What follows belongs to an exercise in optimizing a design on an open flow for small area; a production flow would make more cautious choices. In this exercise RTL edits were held to simulation tests only and were not proved equivalent to the original. Power is estimated from default activity; no workload was simulated.

==> design/flow/design.v <==
package regfile_pkg;
    localparam int XLEN_DEF  = 32;
    localparam int NREGS_DEF = 32;
    localparam int NRD_DEF   = 2;
    localparam int ZERO_REG  = 0;
endpackage
import regfile_pkg::*;
module regfile_scoreboard
#(
    parameter int NR = NREGS_DEF - 1
)(
    input  logic          live,
    input  logic [NR-1:0] pend_n,
    output logic          any_pending
);
    assign any_pending = live & ~(&pend_n);
endmodule
import regfile_pkg::*;
module regfile_mp
#(
    parameter int XLEN  = XLEN_DEF,
    parameter int NREGS = NREGS_DEF,
    parameter int NRD   = NRD_DEF,
    localparam int AW   = ((NREGS > 1) ? $clog2(NREGS) : 1)
)(
    input  logic                clk,
    input  logic                rst_n,
    input  logic [NRD*AW-1:0]   rd_addr,
    output logic [NRD*XLEN-1:0] rd_data,
    output logic [NRD-1:0]      rd_pending,
    input  logic                wa_en,
    input  logic [AW-1:0]       wa_addr,
    input  logic [XLEN-1:0]     wa_data,
    input  logic                wb_en,
    input  logic [AW-1:0]       wb_addr,
    input  logic [XLEN-1:0]     wb_data,
    input  logic                issue_en,
    input  logic [AW-1:0]       issue_addr,
    input  logic                flush,
    output logic                any_pending
);
    localparam int NR = NREGS - 1;    
    logic            live, live_nf;
    logic [3:0]      pa_lo, pb_lo, pi_lo;
    logic [7:0]      pa_hi, pb_hi, pi_hi;
    logic [3:0]      pr_lo [NRD];
    logic [7:0]      pr_hi [NRD];
    logic [NR-1:0]   sel_a, sel_b, hold;
    logic [NR-1:0]   pend_n, pend_n_next;
    logic [NR-1:0]   rsel_n [NRD];
    logic [NR*XLEN-1:0] regs_n;
    always_ff @(posedge clk or negedge rst_n) begin
        if (!rst_n) live <= 1'b0;
        else        live <= 1'b1;
    end
    assign live_nf = live & ~flush;
    regfile_predec u_pa (.en(wa_en),    .addr(wa_addr),    .lo(pa_lo), .hi(pa_hi));
    regfile_predec u_pb (.en(wb_en),    .addr(wb_addr),    .lo(pb_lo), .hi(pb_hi));
    regfile_predec u_pi (.en(issue_en), .addr(issue_addr), .lo(pi_lo), .hi(pi_hi));
    for (genvar k = 0; k < NRD; k++) begin : g_prd
        regfile_predec u_pr (.en(live), .addr(rd_addr[k*AW +: AW]), .lo(pr_lo[k]), .hi(pr_hi[k]));
    end
    for (genvar i = 0; i < NR; i++) begin : g_row
        localparam int R = i + 1;
        regfile_rowctl u_ctl (
            .a_lo        (pa_lo[R % 4]), .a_hi (pa_hi[R / 4]),
            .b_lo        (pb_lo[R % 4]), .b_hi (pb_hi[R / 4]),
            .i_lo        (pi_lo[R % 4]), .i_hi (pi_hi[R / 4]),
            .live        (live),
            .live_nf     (live_nf),
            .pend_n      (pend_n[i]),
            .sel_a       (sel_a[i]),
            .sel_b       (sel_b[i]),
            .hold        (hold[i]),
            .pend_n_next (pend_n_next[i])
        );
        for (genvar k = 0; k < NRD; k++) begin : g_rs
            regfile_nand2 u_rs (.a(pr_lo[k][R % 4]), .b(pr_hi[k][R / 4]), .y(rsel_n[k][i]));
        end
    end
    always_ff @(posedge clk)
        pend_n <= pend_n_next;
    for (genvar i = 0; i < NR; i++) begin : g_reg
        logic [XLEN-1:0] q_n, d_n;
        for (genvar j = 0; j < XLEN; j++) begin : g_bit
            regfile_wcell u_cell (
                .a    (sel_a[i]),
                .b    (sel_b[i]),
                .h    (hold[i]),
                .wa   (wa_data[j]),
                .wb   (wb_data[j]),
                .q_n  (q_n[j]),
                .d_n  (d_n[j])
            );
        end
        always_ff @(posedge clk)
            q_n <= d_n;
        assign regs_n[i*XLEN +: XLEN] = q_n;
    end
    for (genvar k = 0; k < NRD; k++) begin : g_rd
        for (genvar j = 0; j < XLEN; j++) begin : g_bit
            logic [NR-1:0] col_n;
            for (genvar i = 0; i < NR; i++) begin : g_col
                assign col_n[i] = regs_n[i*XLEN + j];
            end
            regfile_rdbit #(.N(NR)) u_bit (
                .sel_n (rsel_n[k]),
                .dat_n (col_n),
                .y     (rd_data[k*XLEN + j])
            );
        end
        regfile_rdbit #(.N(NR)) u_pend (
            .sel_n (rsel_n[k]),
            .dat_n (pend_n),
            .y     (rd_pending[k])
        );
    end
    regfile_scoreboard #(.NR(NR)) u_scoreboard (
        .live        (live),
        .pend_n      (pend_n),
        .any_pending (any_pending)
    );
endmodule
module regfile_predec (
    input  logic       en,
    input  logic [4:0] addr,
    output logic [3:0] lo,
    output logic [7:0] hi
);
    for (genvar m = 0; m < 4; m++) begin : g_lo
        assign lo[m] = en & (addr[1:0] == 2'(m));
    end
    for (genvar m = 0; m < 8; m++) begin : g_hi
        assign hi[m] = (addr[4:2] == 3'(m));
    end
endmodule
module regfile_rowctl (
    input  logic a_lo, a_hi,
    input  logic b_lo, b_hi,
    input  logic i_lo, i_hi,
    input  logic live,
    input  logic live_nf,
    input  logic pend_n,
    output logic sel_a,
    output logic sel_b,
    output logic hold,
    output logic pend_n_next
);
    logic ha_n, hb_n, hi_n, keep_n;
    regfile_nand2 u_ha (.a(a_lo), .b(a_hi), .y(ha_n));
    regfile_nand2 u_hb (.a(b_lo), .b(b_hi), .y(hb_n));
    regfile_nand2 u_hi (.a(i_lo), .b(i_hi), .y(hi_n));
    assign sel_b       = ~hb_n;
    assign sel_a       = ~ha_n & hb_n;
    assign hold        = live & ha_n & hb_n;
    assign keep_n      = ~(live_nf & ha_n & hb_n);
    assign pend_n_next = (pend_n | keep_n) & hi_n;
endmodule
module regfile_wcell (
    input  logic a,
    input  logic b,
    input  logic h,
    input  logic wa,
    input  logic wb,
    input  logic q_n,
    output logic d_n
);
    assign d_n = ~((a & wa) | (b & wb) | (h & ~q_n));
endmodule
module regfile_rdbit
#(
    parameter int N = 31
)(
    input  logic [N-1:0] sel_n,
    input  logic [N-1:0] dat_n,
    output logic         y
);
    localparam int NP = (N + 1) / 2;       
    localparam int NG = (NP + 3) / 4;      
    logic [4*NG-1:0] t;
    logic [NG-1:0]   g;
    for (genvar p = 0; p < N / 2; p++) begin : g_pair
        regfile_o22ai u_pair (
            .a1 (sel_n[2*p]),   .a2 (dat_n[2*p]),
            .b1 (sel_n[2*p+1]), .b2 (dat_n[2*p+1]),
            .y  (t[p])
        );
    end
    if (N % 2) begin : g_odd
        regfile_nor2 u_last (.a(sel_n[N-1]), .b(dat_n[N-1]), .y(t[NP-1]));
    end
    if (4*NG > NP) begin : g_pad
        assign t[4*NG-1:NP] = '0;
    end
    for (genvar q = 0; q < NG; q++) begin : g_grp
        regfile_or4 u_or (.a(t[4*q]), .b(t[4*q+1]), .c(t[4*q+2]), .d(t[4*q+3]), .y(g[q]));
    end
    assign y = |g;
endmodule
module regfile_o22ai (
    input  logic a1, a2, b1, b2,
    output logic y
);
    assign y = ~((a1 | a2) & (b1 | b2));
endmodule
module regfile_nor2 (
    input  logic a, b,
    output logic y
);
    assign y = ~(a | b);
endmodule
module regfile_nand2 (
    input  logic a, b,
    output logic y
);
    assign y = ~(a & b);
endmodule
module regfile_or4 (
    input  logic a, b, c, d,
    output logic y
);
    assign y = a | b | c | d;
endmodule
==> design/flow/run.sh <==
#!/bin/bash
# synth_recipe.tcl (not shown) runs the flow's synth.tcl, then flattens the netlist and writes it again
# the make line also repeats each setting of config.mk as NAME=value (left out here)
make -C /OpenROAD-flow-scripts/flow DESIGN_CONFIG=/design/flow/config.mk WORK_HOME=/design/flow/orfs CLKGATE_MAP_FILE= SYNTH_SCRIPT=/design/flow/synth_recipe.tcl finish
==> design/flow/config.mk <==
export PLATFORM = sky130hd
export DESIGN_NAME = regfile_mp
export DESIGN_NICKNAME = regfile_mp
export VERILOG_FILES = /design/flow/design.v
export SDC_FILE = /design/flow/constraint.sdc
export NUM_CORES = 4
export LEC_CHECK = 0
export CAP_MARGIN = 20
export CELL_PAD_IN_SITES_DETAIL_PLACEMENT = 2
export CELL_PAD_IN_SITES_GLOBAL_PLACEMENT = 2
export CORE_MARGIN = 2
export CORE_UTILIZATION = 30
export CTS_BUF_LIST = sky130_fd_sc_hd__clkbuf_16
export CTS_CLUSTER_DIAMETER = 80
export CTS_CLUSTER_SIZE = 20
export SLEW_MARGIN = 20
export SYNTH_HIERARCHICAL = 1
export SYNTH_MINIMUM_KEEP_SIZE = 0
==> design/flow/constraint.sdc <==
create_clock -name core_clock -period 8.0 [get_ports {clk}]
set_input_delay 1.6000 -clock core_clock [delete_from_list [all_inputs] [get_ports {clk}]]
set_output_delay 1.6000 -clock core_clock [all_outputs]
set_load 0.01 [all_outputs]
==> results of run 1 <==
-- critical path: cells and delay by family --
family	cells	cell delay, ns
simple gates	4	2.38
compound gates	1	0.12
buf+inv	3	1.69
-- metrics by stage --
step / cell area, um^2 / utilization, % / cells / worst slack, ns
2_1_floorplan: 45200 / - / 4777 / 2.79
3_3_place_gp: 52100 / 34.8 / 7204 / 0.852
4_1_cts: 54900 / 36.7 / 7353 / 0.828
5_1_grt: 54900 / 36.7 / 7360 / 0.673
3_5_place_dp: 52100 / 34.8 / 7204 / 0.823
6_report: 55000 / 36.7 / 7374 / 0.571
-- sequential cells by signal, summed over array words and instances, names as in the netlist --
signal,cells
g.q_n,992
live,1
pend_n,31
-- routing by layer --
layer  vias to the layer above  GRT usage, %  share of wire, %
li1                      21400             -                 -
met1                     28800          55.3                38
met2                      4503          62.4                42
met3                      1020          14.5                14
met4                        14          26.0               6.3
met5                         -             0             0.032
-- path summary, 6_finish.rpt --
check | startpoint | end | slack (ns) | depth (start not counted)
worst max-delay path | rd_addr[1] | rd_data[21] | 0.57 | 8
worst min-delay path | g_reg[6].q_n[3] | g_reg[6].q_n[3] | 0.50 | 2
worst max register to register | live | g_reg[18].q_n[31] | 5.25 | 4
worst min register to register | g_reg[6].q_n[3] | g_reg[6].q_n[3] | 0.50 | 2
max in group asynchronous | rst_n | live | 6.53 | 1
min in group asynchronous | rst_n | live | 1.18 | 1
-- per-module statistics from Yosys, one instance, submodules excluded, a selection --
module          flip-flops and latches  cells  cell area, um^2  times used
regfile_or4                          0      1             7.51         264
regfile_nor2                         0      1             3.75          66
regfile_wcell                        0      2             13.8         992
regfile_mp                        1024   1026            20500           1
regfile_predec                       0     12             96.3           5
regfile_nand2                        0      1             3.75         155
-- cells in the mapped netlist --
cell type / number
dfxtp_1: 1023
inv_1: 1023
a222oi_1: 992
o22ai_1: 990
or4_1: 330
nand2_1: 155
nor2_1: 97
and3_2: 36
and2_1: 31
nand4b_1: 31
nor3b_1: 20
and3b_2: 15
and3b_1: 10
nand4_1: 7
and3_1: 5
nor3_1: 5
nor4_1: 2
a21boi_1: 1
conb_1: 1
dfrtp_1: 1
nand3_1: 1
nor2b_4: 1
-- final cells by class --
| cell class | count | area [um^2] |
|---|---|---|
| clock inverters | 62 | 604 |
| fillers | 16500 | 94600 |
| clock buffers | 87 | 2180 |
| well taps | 2016 | 2520 |
| inverters | 1023 | 3850 |
| flip-flops and latches | 1024 | 20500 |
| diodes | 19 | 47.5 |
| repair buffers | 413 | 4040 |
| multi-input cells | 2730 | 21200 |
-- cell families (layout without fill, tap and decap cells) --
family                 after synthesis  in the layout  synth area share, %
DFF                               1024           1024                 45.4
and+or+nand+nor                    746            746                 10.4
other                                1             20              0.00830
buffers and inverters             1023           1585                 8.50
AOI/OAI and AO/OA                 1983           1983                 35.7
-- power groups by stage --
| stage | registers, W | logic (W) | clock network, W |
|---|---|---|---|
| global placement | 0.00544 | 0.000944 | 0 |
| finish | 0.00533 | 0.00103 | 0.00458 |
| floorplan | 0.00541 | 0.000307 | 0 |
| global route | 0.00535 | 0.00102 | 0.00481 |
| detailed placement | 0.00545 | 0.000962 | 0 |
| CTS | 0.00533 | 0.000965 | 0.00461 |
==> run notes, run 1 <==
status=timing/DRC/antenna clean; total track usage=43.2%; Max Clock Freq=135 MHz; Critical Path End Type=primary output; Port Buffers=161; DRT antenna net count=0; vias in the first global route=54900; Worst Max-Slew Pin Slew=1.28 ns; Synth Warn #=10; Pre-antenna DRT Iters=14; Final HPWL DP=199000 um; share of layout cells above drive strength 1=10.7%; share of the synthesized area in the top cell type=45.4%; crit path cell chain=clkdlybuf4s50_1, and3b_1, nand2_2, buf_4, o22ai_1, or4_1, or4_1, clkdlybuf4s50_1; Root Buffer Master=clkbuf_16; GP Congestion=0.924; Congestion Overflow GR=0; Clock Power Share=41.9%; Synth area leader=dfxtp_1; die height=392 um; worst hold slack=0.501 ns; clk latency of the worst-skew pair=0.74 ns; Comb power frac=9.4%; CP required=6.40 ns; effective utilization at floorplan=30.2%; Critical Path Fanout Max=19; post-synth cell types=22; H-tree lvl count=3; switching power=0.00332 W; Reg clk slew, reported paths=0.08 ns; CP arrival=5.83 ns; # nets final=5370; vias per inst=7.56; initial drt markers=13400; slew margin rel.=14.7%; DIE WIDTH=392 um; Crit-path slowest cell=clkdlybuf4s50_1; Final Cycle Share=92.9%; final setup fails=0; sequential area share after synthesis=45.4%; P_int=0.00761 W; Top Ports=162; Synthesized Nets=4872; most frequent cells in the layout=dfxtp_1 (1023), inv_1 (992), a222oi_1 (992); TritonCTS clock tree=built; commonest non-fill, non-tap cell in the layout=dfxtp_1; total of max-cap violations=0; final hold vios=0; clk sinks=1024; initial antenna violation count=37; synthesized area per cell=9.45 um^2; Fin Setup TNS=0 ns; Worst Clk Skew=0.0235 ns; fin. max-slew vios=0; top post-synthesis cells by area=dfxtp_1 (45%), a222oi_1 (22%), o22ai_1 (14%); Net Sw Frac=30.4%; DRC Markers=0; CTS Buf Count=83; Total Wirelength=345000 um; die area=154000 um^2; Reg power frac=48.8%; hold buffers post-CTS=0; max incr delay on CP=0.67 ns; Seq cells post-synth=1024; largest net degree at the start of global routing=42; Mapped Cells=4777; Power, Total=0.0109 W; core box area=150000 um^2; CTS resizes=0; Area Overhead vs Synth=21.7%; postcts setup bufs=0; routed vias=55700; CP Class=input port to primary output; DR WL/cell=46.7 um; Period minus WS final=7.43 ns; P_leak=26.7 nW; Max IR drop VDD=0.138 mV; Hold Path Class=flop to flop; P per Cell Area=199 nW/um^2; Post-Syn Area=45200 um^2; CTS Buffer Depth=3; # rows=142; global-route wire length before repair=461000 um; RSZ-0062 raised after global routing=no; Setup crit start kind=input port
==> inputs of run 2 (changes only) <==
==> design/flow/flow/run.sh (new file) <==
#!/bin/bash
# The standard layout, with each input and output port buffered by a buf_1 instead of
# the cell buffer_ports picks by default. All of ORFS's output goes to standard.log here;
# ORFS's own per-step logs stay under orfs/logs/.
set -euo pipefail
export BUFFER_PORTS_ARGS="-buffer_cell sky130_fd_sc_hd__buf_1"
bash standard.sh > standard.log 2>&1
==> design/flow/standard.sh (new file) <==
#!/bin/bash
# synth_recipe.tcl (not shown) runs the flow's synth.tcl, then flattens the netlist and writes it again
# the make line also repeats each setting of config.mk as NAME=value (left out here)
make -C /OpenROAD-flow-scripts/flow DESIGN_CONFIG=/design/flow/config.mk WORK_HOME=/design/flow/orfs CLKGATE_MAP_FILE= SYNTH_SCRIPT=/design/flow/synth_recipe.tcl "${@:-finish}"
removed: design/flow/run.sh
==> run 2 against run 1 <==
Against the previous run:
- maximum frequency increased by 10%
- sequential share of layout area increased by 1.1 points
- critical path type is now flop to primary output
- worst setup slack improved by 0.69 ns
- power decreased by 1.3%
- largest cell class unchanged
- still clean
- worst hold slack about the same
- critical endpoint is now rd_data[16]
- synthesized cell count unchanged
- area after synthesis unchanged
==> run notes, run 2 <==
status=timing/DRC/antenna clean; Max IR drop VDD=0.137 mV; clk latency of the worst-skew pair=0.74 ns; CP required=6.40 ns; max FFs per register=992; Reg clk slew, reported paths=0.08 ns; Worst R2R Setup Slack=4.66 ns; Root Buffer Master=clkbuf_16; GRT busiest layer=met2; FF-to-FF Start=live; Setup crit start kind=flop; most frequent cells in the layout=dfxtp_1 (1023), inv_1 (999), a222oi_1 (992); die area=154000 um^2; Congestion Overflow GR=0; Layout Utilization=35.7%; Mapped Cells=4777; top post-synthesis cells by area=dfxtp_1 (45%), a222oi_1 (22%), o22ai_1 (14%); Synth area leader=dfxtp_1; final setup fails=0; Post-synth top cells=dfxtp_1 (1023), inv_1 (1023), a222oi_1 (992), o22ai_1 (990), or4_1 (330); sequential area share after synthesis=45.4%; final instance area=53400 um^2; Reg power frac=49.4%; Final Cycle Share=84.2%; Worst Clk Skew=0.0343 ns; final hold vios=0; Fin Setup TNS=0 ns; Top reg by flops=g.q_n; Top Ports=162; EDFF count, synth=0; Seq cells post-synth=1024; Final HPWL DP=198000 um; Synth Area in XOR/XNOR=0%; met3 GRT Util=14.7%; GR Layer Usage met1=55.3%; effective utilization at floorplan=30.2%; fin. max-slew vios=0; CP Class=flop to primary output; CTS Buf Count=82; global-route wire length before repair=452000 um; Synthesized Nets=4872; met2 Resource Use GR=59.3%; RSZ-0062 raised after global routing=no; reg2reg end=g_reg[30].q_n[31]; P per Cell Area=202 nW/um^2; routed vias=55800; Setup WS post-layout=1.26 ns; Worst Max-Slew Pin Slew=1.30 ns; Net Sw Frac=30.5%; DRT antenna net count=0; total of max-cap violations=0; share of the synthesized area in the top cell type=45.4%; Synth async-reset ratio=0.0977%; Regs by FF count=g.q_n (992), pend_n (31), live (1); Pre-antenna DRT Iters=14; total track usage=42.0%; # rows=142; Area Overhead vs Synth=18.3%; P_leak=26.2 nW; Port Buffers=161; Max Clock Freq=148 MHz; P_int=0.00750 W; CP arrival=5.14 ns; die height=392 um; Synth Area in Compound Gates=35.7%; largest net degree at the start of global routing=34; core box area=150000 um^2; hold buffers post-CTS=0; Clock Power Share=41.7%; CTS resizes=0; postcts setup bufs=0; r2r worst-path depth=4; CTS Buffer Depth=3; vias per inst=7.58; initial drt markers=13700; largest family of logic cells by synthesized area=compound AO/OA/AOI/OAI gates; post-synth cell types=22; slew margin rel.=13.3%; TritonCTS clock tree=built; Synth Area in Simple Gates=10.4%; share of layout cells above drive strength 1=10.5%; Hold Path Origin=g_reg[23].q_n[28]; Setup WS pre-CTS=1.39 ns; DIE WIDTH=392 um; Synth Warn #=10; synthesized area per cell=9.45 um^2; Power, Total=0.0108 W; Post-Syn Area=45200 um^2; clk sinks=1024; Critical Path Start=live; commonest non-fill, non-tap cell in the layout=dfxtp_1; DRC Markers=0; # nets final=5349; worst hold path depth=2; Top FF cell, synth=dfxtp_1; multiplexer area fraction after synthesis=0%; initial antenna violation count=34; Hold EP=g_reg[23].q_n[28]; post-synthesis adder-cell area fraction=0%; Hold Path Class=flop to flop; Comb power frac=8.9%; switching power=0.00329 W; DP Area=50500 um^2; Critical Path Fanout Max=23; GP Congestion=0.931; final-layout fill cell count=16600; vias in the first global route=54900; Total Wirelength=335000 um; DR WL/cell=45.6 um; Period minus WS final=6.74 ns; Critical Path End Type=primary output; H-tree lvl count=3
## run 2: cell counts after synthesis
No cell type changed its count.
## run 2: final cells by class
cell class / instances / area [um^2] / share of cell area (%)
multi-input combinational: 2730 / 21300 / 39.8
sequential: 1024 / 20500 / 38.4
inverter: 1023 / 3840 / 7.19
tap: 2016 / 2520 / 4.72
timing repair buffer: 393 / 2500 / 4.67
clock buffer: 84 / 2100 / 3.93
clock inverter: 64 / 631 / 1.18
antenna: 24 / 60.1 / 0.112
## run 2: how the worst max path moves through the flow
stage / end / slack [ns] / depth (start not counted)
after CTS: rd_data[2] / 1.37 / 7
final: rd_data[16] / 1.26 / 7
after floorplan: rd_data[0] / 2.79 / 5
after global placement: rd_data[3] / 1.61 / 7
after global routing: rd_data[16] / 1.34 / 8
after detailed placement: rd_data[2] / 1.39 / 7
## run 2: worst max-delay path, stage by stage (launching register included)
cell	delay (ns)
dfrtp_1	0.80
and3_1	0.61
nand2_2	0.95
buf_4	0.55
o22ai_1	0.14
or4_1	0.56
or4_1	0.59
buf_1	0.18
## run 2: logic make-up after synthesis
group                  after synthesis
other                                1
AND/OR/NAND/NOR                    746
buffers and inverters             1023
AO/OA/AOI/OAI                     1983
flip-flops                        1024
## run 2: modules after synthesis (local to each module, per instance), excerpt
module	area [um^2]	flip-flops and latches
regfile_nand2	3.75	0
regfile_mp	20500	1024
regfile_rowctl	30.0	0
regfile_predec	96.3	0
regfile_or4	7.51	0
regfile_nor2	3.75	0
regfile_wcell	13.8	0
## run 2: per-stage QoR
stage / hold slack (ns) / std cells
after global placement: 0.478 / 7182
after detailed placement: 0.488 / 7183
after CTS: 0.501 / 7331
final: 0.501 / 7358
after global routing: 0.521 / 7341
after floorplan: 0.468 / 4777
## run 2: metal layers
layer  vias up  part of all wire [%]
met5         -                 0.094
met4        20                   6.1
met3      1069                    14
met2      4627                    41
met1     28700                    39
li1      21300                     -
## run 2: power by group through the flow
stage	clock, W	combinational (W)	sequential (W)
after floorplan	0	0.000307	0.00541
after global placement	0	0.000879	0.00545
after detailed placement	0	0.000899	0.00545
after CTS	0.00452	0.000902	0.00533
after global routing	0.00471	0.000956	0.00535
final	0.00450	0.000960	0.00534
==> inputs of run 3 (changes only) <==
--- a/design/flow/design.v
+++ b/design/flow/design.v
@@ -40,7 +40,10 @@
     output logic                any_pending
 );
     localparam int NR = NREGS - 1;    
-    logic            live, live_nf;
+    logic            live, live_nf, phase;
+    logic [XLEN-1:0] wa_enc, wb_enc;
+    logic [NRD-1:0]  rd_flip;
+    logic [NRD*XLEN-1:0] rd_raw;
     logic [3:0]      pa_lo, pb_lo, pi_lo;
     logic [7:0]      pa_hi, pb_hi, pi_hi;
     logic [3:0]      pr_lo [NRD];
@@ -48,12 +51,20 @@
     logic [NR-1:0]   sel_a, sel_b, hold;
     logic [NR-1:0]   pend_n, pend_n_next;
     logic [NR-1:0]   rsel_n [NRD];
-    logic [NR*XLEN-1:0] regs_n;
+    logic [NR*XLEN-1:0] regs_s;
     always_ff @(posedge clk or negedge rst_n) begin
         if (!rst_n) live <= 1'b0;
         else        live <= 1'b1;
     end
+    always_ff @(posedge clk or negedge rst_n) begin
+        if (!rst_n) phase <= 1'b0;
+        else        phase <= ~phase;
+    end
     assign live_nf = live & ~flush;
+    for (genvar j = 0; j < XLEN; j++) begin : g_enc
+        regfile_xor2 u_ea (.a(wa_data[j]), .b(phase), .y(wa_enc[j]));
+        regfile_xor2 u_eb (.a(wb_data[j]), .b(phase), .y(wb_enc[j]));
+    end
     regfile_predec u_pa (.en(wa_en),    .addr(wa_addr),    .lo(pa_lo), .hi(pa_hi));
     regfile_predec u_pb (.en(wb_en),    .addr(wb_addr),    .lo(pb_lo), .hi(pb_hi));
     regfile_predec u_pi (.en(issue_en), .addr(issue_addr), .lo(pi_lo), .hi(pi_hi));
@@ -81,32 +92,36 @@
     always_ff @(posedge clk)
         pend_n <= pend_n_next;
     for (genvar i = 0; i < NR; i++) begin : g_reg
-        logic [XLEN-1:0] q_n, d_n;
+        logic [XLEN-1:0] q, d;
         for (genvar j = 0; j < XLEN; j++) begin : g_bit
             regfile_wcell u_cell (
                 .a    (sel_a[i]),
                 .b    (sel_b[i]),
                 .h    (hold[i]),
-                .wa   (wa_data[j]),
-                .wb   (wb_data[j]),
-                .q_n  (q_n[j]),
-                .d_n  (d_n[j])
+                .wa   (wa_enc[j]),
+                .wb   (wb_enc[j]),
+                .q    (q[j]),
+                .d    (d[j])
             );
         end
         always_ff @(posedge clk)
-            q_n <= d_n;
-        assign regs_n[i*XLEN +: XLEN] = q_n;
+            q <= d;
+        assign regs_s[i*XLEN +: XLEN] = q;
     end
     for (genvar k = 0; k < NRD; k++) begin : g_rd
+        assign rd_flip[k] = live && (rd_addr[k*AW +: AW] != '0) && !phase;
+        for (genvar j = 0; j < XLEN; j++) begin : g_dec
+            regfile_xor2 u_d (.a(rd_raw[k*XLEN + j]), .b(rd_flip[k]), .y(rd_data[k*XLEN + j]));
+        end
         for (genvar j = 0; j < XLEN; j++) begin : g_bit
             logic [NR-1:0] col_n;
             for (genvar i = 0; i < NR; i++) begin : g_col
-                assign col_n[i] = regs_n[i*XLEN + j];
+                assign col_n[i] = regs_s[i*XLEN + j];
             end
             regfile_rdbit #(.N(NR)) u_bit (
                 .sel_n (rsel_n[k]),
                 .dat_n (col_n),
-                .y     (rd_data[k*XLEN + j])
+                .y     (rd_raw[k*XLEN + j])
             );
         end
         regfile_rdbit #(.N(NR)) u_pend (
@@ -162,10 +177,10 @@
     input  logic h,
     input  logic wa,
     input  logic wb,
-    input  logic q_n,
-    output logic d_n
-);
-    assign d_n = ~((a & wa) | (b & wb) | (h & ~q_n));
+    input  logic q,
+    output logic d
+);
+    assign d = ~((a & wa) | (b & wb) | (h & q));
 endmodule
 module regfile_rdbit
 #(
@@ -215,6 +230,12 @@
 );
     assign y = ~(a & b);
 endmodule
+module regfile_xor2 (
+    input  logic a, b,
+    output logic y
+);
+    assign y = a ^ b;
+endmodule
 module regfile_or4 (
     input  logic a, b, c, d,
     output logic y
==> run 3 against run 2 <==
Against the previous run:
- still clean
- routed wire length decreased by 6.9%
- via count decreased by 5.8%
- core utilization is 0.35 points higher
- sequential share of layout area increased by 1.9 points
- cell area shrank 4.7%
- die area fell by 5.6%
- register-to-register slack got worse by 0.34 ns
- clock-buffer cell count fell by 8
- power grew 5.4%
- first-iteration DRC count fell by 7.5%
- clock skew up 0.0081 ns
- highest routed layer unchanged
==> run notes, run 3 <==
share of layout cells above drive strength 1=13.2%; Top FF cell, synth=dfxtp_1; Regs by FF count=g.q (992), pend_n (31); Hold Path Class=flop to flop; die height=381 um; switching power=0.00351 W; # rows=138; total track usage=40.8%; GRT busiest layer=met2; Post-synth top cells=dfxtp_1 (1023), a222oi_1 (992), o22ai_1 (990), or4_1 (330), nand2_1 (155); Synthesized Nets=4017; Pre-antenna DRT Iters=13; Setup crit start kind=input port; DRT antenna net count=0; routed vias=52500; CP arrival=5.53 ns; share of the synthesized area in the top cell type=48.1%; Period minus WS final=7.13 ns; # nets final=4497; Area Overhead vs Synth=19.5%; Max Clock Freq=140 MHz; clk sinks=1025; initial drt markers=12700; Net Sw Frac=30.9%; Synth area leader=dfxtp_1; sequential area share after synthesis=48.2%; Synth async-reset ratio=0.195%; Seq cells post-synth=1025; hold buffers post-CTS=0; CTS Buf Count=72; DR WL/cell=49.1 um; Reg clk slew, reported paths=0.09 ns; Final Cycle Share=89.1%; Critical Path End Type=primary output; postcts setup bufs=0; post-synth cell types=25; Clock Power Share=35.1%; EDFF count, synth=0; Power, Total=0.0114 W; RSZ-0062 raised after global routing=no; Synth Warn #=10; GP Congestion=0.920; final hold vios=0; Mapped Cells=3922; initial antenna violation count=31; CP required=6.40 ns; final setup fails=0; status=timing/DRC/antenna clean; Congestion Overflow GR=0; P_leak=17.9 nW; largest net degree at the start of global routing=34; effective utilization at floorplan=30.2%; max FFs per register=992; Setup WS pre-CTS=1.11 ns; top post-synthesis cells by area=dfxtp_1 (48%), a222oi_1 (23%), o22ai_1 (15%); max incr delay on CP=0.70 ns; P per Cell Area=224 nW/um^2; total of max-cap violations=0; Critical Path Fanout Max=19; clk latency of the worst-skew pair=0.72 ns; DRC Markers=0; CTS resizes=0; P_int=0.00787 W; DIE WIDTH=381 um; Reg power frac=52.4%; slew margin rel.=11.6%; Root Buffer Master=clkbuf_16; most common cell in the synthesized netlist=dfxtp_1; Crit-path slowest cell=nand2_2; fin. max-slew vios=0; CTS Buffer Depth=3; global-route wire length before repair=421000 um; Worst Max-Slew Pin Slew=1.33 ns; Port Buffers=161; Fin Setup TNS=0 ns; met2 Resource Use GR=59.5%; most frequent cells in the layout=dfxtp_1 (1023), a222oi_1 (992), o22ai_1 (990); TritonCTS clock tree=built; Comb power frac=12.5%; Final HPWL DP=187000 um; core box area=141000 um^2; Setup WS post-layout=0.870 ns; CP Class=input port to primary output; Max IR drop VDD=0.155 mV; vias in the first global route=51100; commonest non-fill, non-tap cell in the layout=dfxtp_1; vias per inst=8.26; die area=145000 um^2; CP top delay family=simple AND/OR/NAND/NOR gates; synthesized area per cell=10.9 um^2; met3 GRT Util=15.1%; H-tree lvl count=3; Buf/Inv on CP=3; Top Ports=162; GR Layer Usage met1=51.5%; Total Wirelength=312000 um; Top reg by flops=g.q; Post-Syn Area=42600 um^2; crit path cell chain=buf_1, nor3b_1, nand2_2, buf_4, o22ai_1, or4_1, or4_1, xor2_1, buf_1; Worst Clk Skew=0.0425 ns
run 3: changes by cell type in the layout (fill, tap and decap cells not counted), moves of 10 or more:
cell      before  now
inv_1        999    5
xor2_1         0   64
xor2_2         0   53
clkinv_1       4   19
buf_4        221  235
xor2_4         0   11
buf_1        151  161
clkbuf_2      10    0
nand2_2       52   62
nand2_4       10    0
run 3: final timing paths:
path,start,endpoint,slack (ns),depth (start not counted)
setup / recovery,rd_addr[7],rd_data[39],0.87,9
hold / removal,g_reg[1].q[16],g_reg[1].q[16],0.49,1
setup reg to reg,phase,g_reg[11].q[10],4.32,5
hold reg to reg,g_reg[1].q[16],g_reg[1].q[16],0.49,1
max in group asynchronous,rst_n,phase,7.20,1
min in group asynchronous,rst_n,phase,0.65,1
run 3: logic make-up after synthesis:
kind of cell | count (synthesis) | synth area share [%]
compound gates | 1985 | 37.9
other cells | 1 | 0.00880
xor+xnor | 128 | 2.63
simple gates | 751 | 11.0
flops | 1025 | 48.2
buf+inv | 32 | 0.282
run 3: modules after synthesis (local to each module, per instance), a selection:
| module | area [um^2] | flip-flops and latches |
|---|---|---|
| regfile_o22ai | 6.26 | 0 |
| regfile_or4 | 7.51 | 0 |
| regfile_wcell | 10.0 | 0 |
| regfile_nand2 | 3.75 | 0 |
| regfile_xor2 | 8.76 | 0 |
| regfile_rowctl | 30.0 | 0 |
| regfile_predec | 96.3 | 0 |
| regfile_nor2 | 3.75 | 0 |
| regfile_mp | 20600 | 1025 |
run 3: per-layer routing:
metal	vias up	share of wire, %
met5	-	0.12
met4	32	6.3
met3	1075	14
met2	4472	42
met1	27300	37
li1	19700	-
run 3: power groups by stage:
stage	clock [W]	combinational [W]	sequential, W
floorplan	0	0.000737	0.00594
global placement	0	0.00131	0.00605
detailed placement	0	0.00135	0.00607
CTS	0.00402	0.00135	0.00595
global route	0.00420	0.00144	0.00602
finish	0.00400	0.00142	0.00597
run 3: metrics by stage:
step | utilization [%] | hold WS, ns | area [um^2] | std cells
final | 36.1 | 0.492 | 50900 | 6358
after global routing | 36.0 | 0.504 | 50900 | 6344
after CTS | 36.0 | 0.491 | 50900 | 6340
after detailed placement | 34.4 | 0.478 | 48600 | 6218
after global placement | 34.3 | 0.466 | 48500 | 6215
after floorplan | - | 0.459 | 42600 | 3922
run 3: cell type report:
class,count,area (um^2)
fill,15300,90300
multi-input combinational,2865,23000
sequential,1025,20500
timing repair buffer,406,2590
tap,1890,2360
clock buffer,76,1900
clock inverter,46,380
inverter,32,123
antenna,18,45.0
==> inputs of run 4 (changes only) <==
--- a/design/flow/config.mk
+++ b/design/flow/config.mk
@@ -11,8 +11,8 @@
 export CORE_MARGIN = 2
 export CORE_UTILIZATION = 30
 export CTS_BUF_LIST = sky130_fd_sc_hd__clkbuf_16
-export CTS_CLUSTER_DIAMETER = 80
-export CTS_CLUSTER_SIZE = 20
+export CTS_CLUSTER_DIAMETER = 100
+export CTS_CLUSTER_SIZE = 24
 export SLEW_MARGIN = 20
 export SYNTH_HIERARCHICAL = 1
 export SYNTH_MINIMUM_KEEP_SIZE = 0
==> run 4 against run 3 <==
Against the previous run:
- die area unchanged
- maximum frequency increased by 0.22%
- cell area decreased by 1.7%
- first-iteration DRC count decreased by 0.51%
- critical path depth unchanged
- combinational power about the same
- critical path type unchanged
- highest routed layer unchanged
==> run notes, run 4 <==
CTS resizes=0; Seq cells post-synth=1025; status=timing/DRC/antenna clean; total track usage=40.6%; CP required=6.40 ns; slew margin rel.=13.9%; top post-synthesis cells by area=dfxtp_1 (48%), a222oi_1 (23%), o22ai_1 (15%); multi-input gate area in the final layout=23000 um^2; sequential area share after synthesis=48.2%; Synth area leader=dfxtp_1; effective utilization at floorplan=30.2%; initial drt markers=12600; Power, Total=0.0105 W; Setup WS pre-CTS=1.11 ns; register area=20500 um^2; H-tree lvl count=2; Port Buffers=161; P_leak=17.5 nW; postcts setup bufs=0; GP Congestion=0.920; clk latency of the worst-skew pair=0.73 ns; RSZ-0062 raised after global routing=no; worst hold slack=0.492 ns; Cell Count, Final, Fillers Out=6307; Worst Max-Slew Pin Slew=1.29 ns; Total Wirelength=311000 um; Final Cycle Share=88.9%; Top FF cell, synth=dfxtp_1; share of the synthesized area in the top cell type=48.1%; EDFF count, synth=0; largest family of logic cells by synthesized area=compound AO/OA/AOI/OAI gates; Max IR drop VDD=0.155 mV; reg2reg end=g_reg[5].q[12]; die area=145000 um^2; Max Clock Freq=141 MHz; Area Overhead vs Synth=17.5%; CP Class=input port to primary output; clk sinks=1025; Setup crit start kind=input port; vias in the first global route=50900; GRT busiest layer=met2; final hold vios=0; Congestion Overflow GR=0; share of layout cells above drive strength 1=12.4%; total of max-cap violations=0; Critical Path Fanout Max=19; Top reg by flops=g.q; DR WL/cell=49.3 um; synthesized area per cell=10.9 um^2; Synth Area in Compound Gates=37.9%; Root Buffer Master=clkbuf_16; core box area=141000 um^2; final-layout fill cell count=15300; die height=381 um; Regs by FF count=g.q (992), pend_n (31); Synth Area in Simple Gates=11.0%; TritonCTS clock tree=built; Synth Area in XOR/XNOR=2.63%; dpl cells=6218; # rows=138; post-synthesis adder-cell area fraction=0%; GR Layer Usage met1=51.4%; Period minus WS final=7.11 ns; Hold Path Class=flop to flop; routed vias=52200; Reg clk slew, reported paths=0.10 ns; Critical Path End Type=primary output; multiplexer area fraction after synthesis=0%; crit path capture=rd_data[39]; hold buffers post-CTS=0; worst hold path depth=1; Top Ports=162; CTS Buf Count=51; Final HPWL DP=187000 um; met3 GRT Util=14.9%; Synth async-reset ratio=0.195%; most common cell in the synthesized netlist=dfxtp_1; Setup WS post-layout=0.886 ns; max FFs per register=992; most frequent cells in the layout=dfxtp_1 (1023), a222oi_1 (992), o22ai_1 (990); Post-synth top cells=dfxtp_1 (1023), a222oi_1 (992), o22ai_1 (990), or4_1 (330), nand2_1 (155); final setup fails=0; fin. max-slew vios=0; DRC Markers=0; met2 Resource Use GR=59.2%; CTS Buffer Depth=3; Pre-antenna DRT Iters=10; # nets final=4476; Mapped Cells=3922; Fin Setup TNS=0 ns; Synth Warn #=10; Critical Path Start=rd_addr[7]; FF-to-FF Start=phase; largest net degree at the start of global routing=34; vias per inst=8.28; Post-Syn Area=42600 um^2; Worst Clk Skew=0.0215 ns; P per Cell Area=210 nW/um^2; global-route wire length before repair=420000 um; commonest non-fill, non-tap cell in the layout=dfxtp_1; Worst R2R Setup Slack=4.34 ns; initial antenna violation count=28; CP arrival=5.51 ns; DIE WIDTH=381 um; Synthesized Nets=4017; DRT antenna net count=0; post-synth cell types=25; r2r worst-path depth=5
## run 4: cell types whose count changed in the layout (fill, tap and decap cells not counted)
cell | previous run | this run
clkbuf_16 | 76 | 51
clkinv_1 | 19 | 10
inv_6 | 10 | 1
clkinv_8 | 5 | 1
clkinv_2 | 4 | 1
clkinv_4 | 5 | 2
diode_2 | 18 | 21
inv_8 | 2 | 1
## run 4: report_power, final
part | switching [W] | internal, W | leakage, nW
Sequential | 0.000399 | 0.00557 | 8.61
Clock | 0.00195 | 0.00121 | 0.705
Combinational | 0.000925 | 0.000491 | 8.18
## run 4: final cells by class
| class | count | share of cell area, % |
|---|---|---|
| Antenna cell | 21 | 0.105 |
| Clock buffer | 51 | 2.55 |
| Clock inverter | 17 | 0.300 |
| Inverter | 32 | 0.245 |
| Multi-Input combinational cell | 2865 | 45.9 |
| Sequential cell | 1025 | 41.0 |
| Tap cell | 1890 | 4.72 |
| Timing Repair Buffer | 406 | 5.17 |
## run 4: through the flow
| step | cell area (um^2) | util [%] |
|---|---|---|
| final | 50100 | 35.5 |
| after global routing | 50000 | 35.4 |
| after CTS | 50000 | 35.4 |
| after detailed placement | 48600 | 34.4 |
| after global placement | 48500 | 34.3 |
| after floorplan | 42600 | - |
## run 4: critical path, stage by stage
cell and delay, ns:
buf_1 0.56, nor3b_1 0.27, nand2_2 0.69, buf_4 0.43, o22ai_1 0.12, or4_1 0.56, or4_1 0.55, xor2_1 0.49
buf_1 0.22
## run 4: per-layer routing
layer / up-vias / part of all wire, %
met3: 1066 / 15
met4: 18 / 6.3
met1: 27100 / 37
met5: - / 0.051
met2: 4450 / 42
li1: 19600 / -
## run 4: worst min path at each step
stage / from / to / slack, ns
floorplan: g_reg[0].q[0] / g_reg[0].q[0] / 0.46
global placement: g_reg[24].q[0] / g_reg[24].q[0] / 0.47
detailed placement: g_reg[16].q[12] / g_reg[16].q[12] / 0.48
CTS: g_reg[9].q[23] / g_reg[9].q[23] / 0.49
global route: g_reg[5].q[23] / g_reg[5].q[23] / 0.51
finish: g_reg[1].q[16] / g_reg[1].q[16] / 0.49
## run 4: kinds of logic (layout without fill, tap and decap cells)
| logic type | Yosys count | after routing |
|---|---|---|
| AO/OA/AOI/OAI | 1985 | 1985 |
| flip-flops | 1025 | 1025 |
| AND/OR/NAND/NOR | 751 | 751 |
| XOR/XNOR | 128 | 128 |
| buffers and inverters | 32 | 506 |
| other | 1 | 22 |
## run 4: Yosys stat by module, one instance, submodules excluded, a selection
| module | cells | times used | flip-flops and latches | area (um^2) |
|---|---|---|---|---|
| regfile_mp | 1035 | 1 | 1025 | 20600 |
| regfile_predec | 12 | 5 | 0 | 96.3 |
| regfile_rowctl | 5 | 31 | 0 | 30.0 |
| regfile_wcell | 1 | 992 | 0 | 10.0 |
| regfile_xor2 | 1 | 128 | 0 | 8.76 |
| regfile_or4 | 1 | 264 | 0 | 7.51 |
| regfile_o22ai | 1 | 990 | 0 | 6.26 |
| regfile_nand2 | 1 | 155 | 0 | 3.75 |
| regfile_nor2 | 1 | 66 | 0 | 3.75 |
==> inputs of run 5 (changes only) <==
==> design/flow/run.sh (new file) <==
#!/bin/bash
# synth_recipe.tcl (not shown) runs the flow's synth.tcl, then flattens the netlist and writes it again
# the make line also repeats each setting of config.mk as NAME=value (left out here)
make -C /OpenROAD-flow-scripts/flow DESIGN_CONFIG=/design/flow/config.mk WORK_HOME=/design/flow/orfs CLKGATE_MAP_FILE= SYNTH_SCRIPT=/design/flow/synth_recipe.tcl finish
--- a/design/flow/config.mk
+++ b/design/flow/config.mk
@@ -11,8 +11,8 @@
 export CORE_MARGIN = 2
 export CORE_UTILIZATION = 30
 export CTS_BUF_LIST = sky130_fd_sc_hd__clkbuf_16
-export CTS_CLUSTER_DIAMETER = 100
-export CTS_CLUSTER_SIZE = 24
+export CTS_CLUSTER_DIAMETER = 80
+export CTS_CLUSTER_SIZE = 20
 export SLEW_MARGIN = 20
 export SYNTH_HIERARCHICAL = 1
 export SYNTH_MINIMUM_KEEP_SIZE = 0
removed: design/flow/flow/run.sh
removed: design/flow/standard.sh
==> run 5 against run 4 <==
Against the previous run:
- still clean
- clock-buffer cell count increased by 29
- clock skew increased by 0.0097 ns
- non-clock buffer count increased by 23
- die area unchanged
==> run notes, run 5 <==
CTS resizes=0; share of the synthesized area in the top cell type=48.1%; DRC Markers=0; effective utilization at floorplan=30.2%; Final Cycle Share=92.8%; CP required=6.40 ns; Setup crit start kind=input port; Synth async-reset ratio=0.195%; Congestion Overflow GR=0; TritonCTS clock tree=built; Post-synth top cells=dfxtp_1 (1023), a222oi_1 (992), o22ai_1 (990), or4_1 (330), nand2_1 (155); Seq cells post-synth=1025; most frequent cells in the layout=dfxtp_1 (1023), a222oi_1 (992), o22ai_1 (990); postcts setup bufs=0; DRT antenna net count=0; Hold Path Class=flop to flop; Synth Area in Compound Gates=37.9%; global-route wire length before repair=417000 um; DIE WIDTH=381 um; Synthesized Nets=4017; Top FF cell, synth=dfxtp_1; commonest non-fill, non-tap cell in the layout=dfxtp_1; Synth Warn #=10; Worst Max-Slew Pin Slew=1.29 ns; P_leak=18.7 nW; Pre-antenna DRT Iters=13; DR WL/cell=48.4 um; H-tree lvl count=3; Root Buffer Master=clkbuf_16; Comb power frac=12.7%; Critical Path Fanout Max=16; final instance area=52600 um^2; final hold vios=0; clk latency of the worst-skew pair=0.73 ns; initial drt markers=12900; largest family of logic cells by synthesized area=compound AO/OA/AOI/OAI gates; largest net degree at the start of global routing=35; Max Clock Freq=135 MHz; Clock Power Share=36.9%; Final HPWL DP=187000 um; slew margin rel.=13.7%; Critical Path End Type=primary output; Synth Area in XOR/XNOR=2.63%; share of layout cells above drive strength 1=14.2%; die height=381 um; initial antenna violation count=23; Total Wirelength=309000 um; Post-Syn Area=42600 um^2; EDFF count, synth=0; vias per inst=8.19; Top Ports=162; total track usage=40.3%; Period minus WS final=7.43 ns; switching power=0.00360 W; post-synthesis adder-cell area fraction=0%; synthesized area per cell=10.9 um^2; Max IR drop VDD=0.142 mV; GP Congestion=0.955; max FFs per register=992; P_int=0.00824 W; core box area=141000 um^2; total of max-cap violations=0; Mapped Cells=3922; Setup WS post-layout=0.574 ns; P per Cell Area=225 nW/um^2; sequential area share after synthesis=48.2%; Layout Utilization=37.2%; Synth Area in Simple Gates=11.0%; top post-synthesis cells by area=dfxtp_1 (48%), a222oi_1 (23%), o22ai_1 (15%); vias in the first global route=51300; CP arrival=5.83 ns; RSZ-0062 raised after global routing=no; Reg clk slew, reported paths=0.08 ns; Regs by FF count=g.q (992), pend_n (31); CP Class=input port to primary output; worst hold path depth=1; Power, Total=0.0118 W; Top reg by flops=g.q; multiplexer area fraction after synthesis=0%; Setup WS pre-CTS=0.745 ns; post-synth cell types=25; routed vias=52200; Reg power frac=50.4%; Worst Clk Skew=0.0312 ns; hold buffers post-CTS=0; Net Sw Frac=30.4%; final setup fails=0; status=timing/DRC/antenna clean; # rows=138; fin. max-slew vios=0; DP Area=49900 um^2; Port Buffers=161; die area=145000 um^2; most common cell in the synthesized netlist=dfxtp_1; # nets final=4524; Synth area leader=dfxtp_1; Fin Setup TNS=0 ns; r2r worst-path depth=4; Area Overhead vs Synth=23.3%; clk sinks=1025; CTS Buffer Depth=3; CTS Buf Count=76
run 5: cell counts after synthesis:
No cell type changed its count.
run 5: kinds of logic after synthesis:
group / after synthesis
DFF: 1025
buffers and inverters: 32
and+or+nand+nor: 751
other: 1
xor gates and xnor gates: 128
AOI/OAI and AO/OA: 1985
run 5: layout make-up:
cell class	instances	area, um^2
Inverter	32	125
Clock inverter	51	617
Timing Repair Buffer	429	3920
Sequential cell	1025	20500
Antenna cell	6	15.0
Tap cell	1890	2360
Multi-Input combinational cell	2865	23000
Clock buffer	80	2000
Fill cell	15100	88700
run 5: power by group through the flow:
stage | clock network [W] | registers, W | logic [W]
after global routing | 0.00458 | 0.00602 | 0.00153
after floorplan | 0 | 0.00594 | 0.000737
after CTS | 0.00440 | 0.00595 | 0.00144
final | 0.00437 | 0.00597 | 0.00150
after detailed placement | 0 | 0.00606 | 0.00143
after global placement | 0 | 0.00604 | 0.00140
run 5: final timing paths:
path	endpoint	slack, ns	start
max	rd_data[60]	0.57	rd_addr[9]
min	g_reg[29].q[23]	0.49	g_reg[29].q[23]
max reg2reg	g_reg[7].q[13]	4.46	phase
min reg2reg	g_reg[29].q[23]	0.49	g_reg[29].q[23]
max in group asynchronous	phase	6.80	rst_n
min in group asynchronous	phase	1.06	rst_n
run 5: critical path: stages:
cell,delay [ns]
clkdlybuf4s50_1,0.83
nor3_1,0.23
nand2_2,0.43
buf_4,0.40
o22ai_1,0.13
or4_1,0.63
or4_1,0.57
xor2_1,0.36
clkdlybuf4s50_1,0.62
run 5: per-stage QoR:
| step | instances | hold WS, ns |
|---|---|---|
| 5_1_grt | 6373 | 0.501 |
| 2_1_floorplan | 3922 | 0.459 |
| 3_5_place_dp | 6240 | 0.479 |
| 4_1_cts | 6371 | 0.492 |
| 3_3_place_gp | 6239 | 0.467 |
| 6_report | 6378 | 0.489 |
run 5: Yosys stat by module (local to each module, per instance), excerpt:
| module | cells inside | flops+latches | copies in the design |
|---|---|---|---|
| regfile_or4 | 1 | 0 | 264 |
| regfile_o22ai | 1 | 0 | 990 |
| regfile_nor2 | 1 | 0 | 66 |
| regfile_xor2 | 1 | 0 | 128 |
| regfile_nand2 | 1 | 0 | 155 |
| regfile_predec | 12 | 0 | 5 |
| regfile_wcell | 1 | 0 | 992 |
| regfile_rowctl | 5 | 0 | 31 |
| regfile_mp | 1035 | 1025 | 1 |
run 5: metal layers:
layer	track usage, %	share of wire, %	routed length (um)
met1	51.2	37	115000
met2	59.0	42	130000
met3	14.5	14	43900
met4	22.6	6.2	19100
met5	0.0992	0.049	150

-- afterwards: timing with drivers on the ports --
No port has a modelled driver above. Below, the same layouts with a new extraction and two added sets of constraints. Step 1 assumes that a clkbuf_16 drives the clock port and a buf_2 every other input. Step 2 adds t to the input delays and takes it off the output delays; t is the mean of the earliest and latest rising clock arrival at the registers after step 1. Input paths then give back, and output paths get back, about the clock's delay inside the block. a / b / c = no drivers / after step 1 / after step 2; a / b = the first two.
| run | shift t [ns] | setup WS [ns] | cell pins on the clock port's net |
|---|---|---|---|
| run 1 | 0.814 | 0.571 / 0.546 / 0.546 | 1 |
| run 2 | 0.815 | 1.262 / 1.169 / 1.170 | 1 |
| run 3 | 0.793 | 0.870 / 0.808 / 0.808 | 1 |
| run 4 | 0.802 | 0.886 / 0.834 / 0.834 | 1 |
| run 5 | 0.801 | 0.574 / 0.540 / 0.540 | 1 |
After both steps setup and hold are still met in every run listed. For run 2, which loses most, drivers alone change the setup slack by -0.093 ns; drivers and shift together by -0.092 ns.
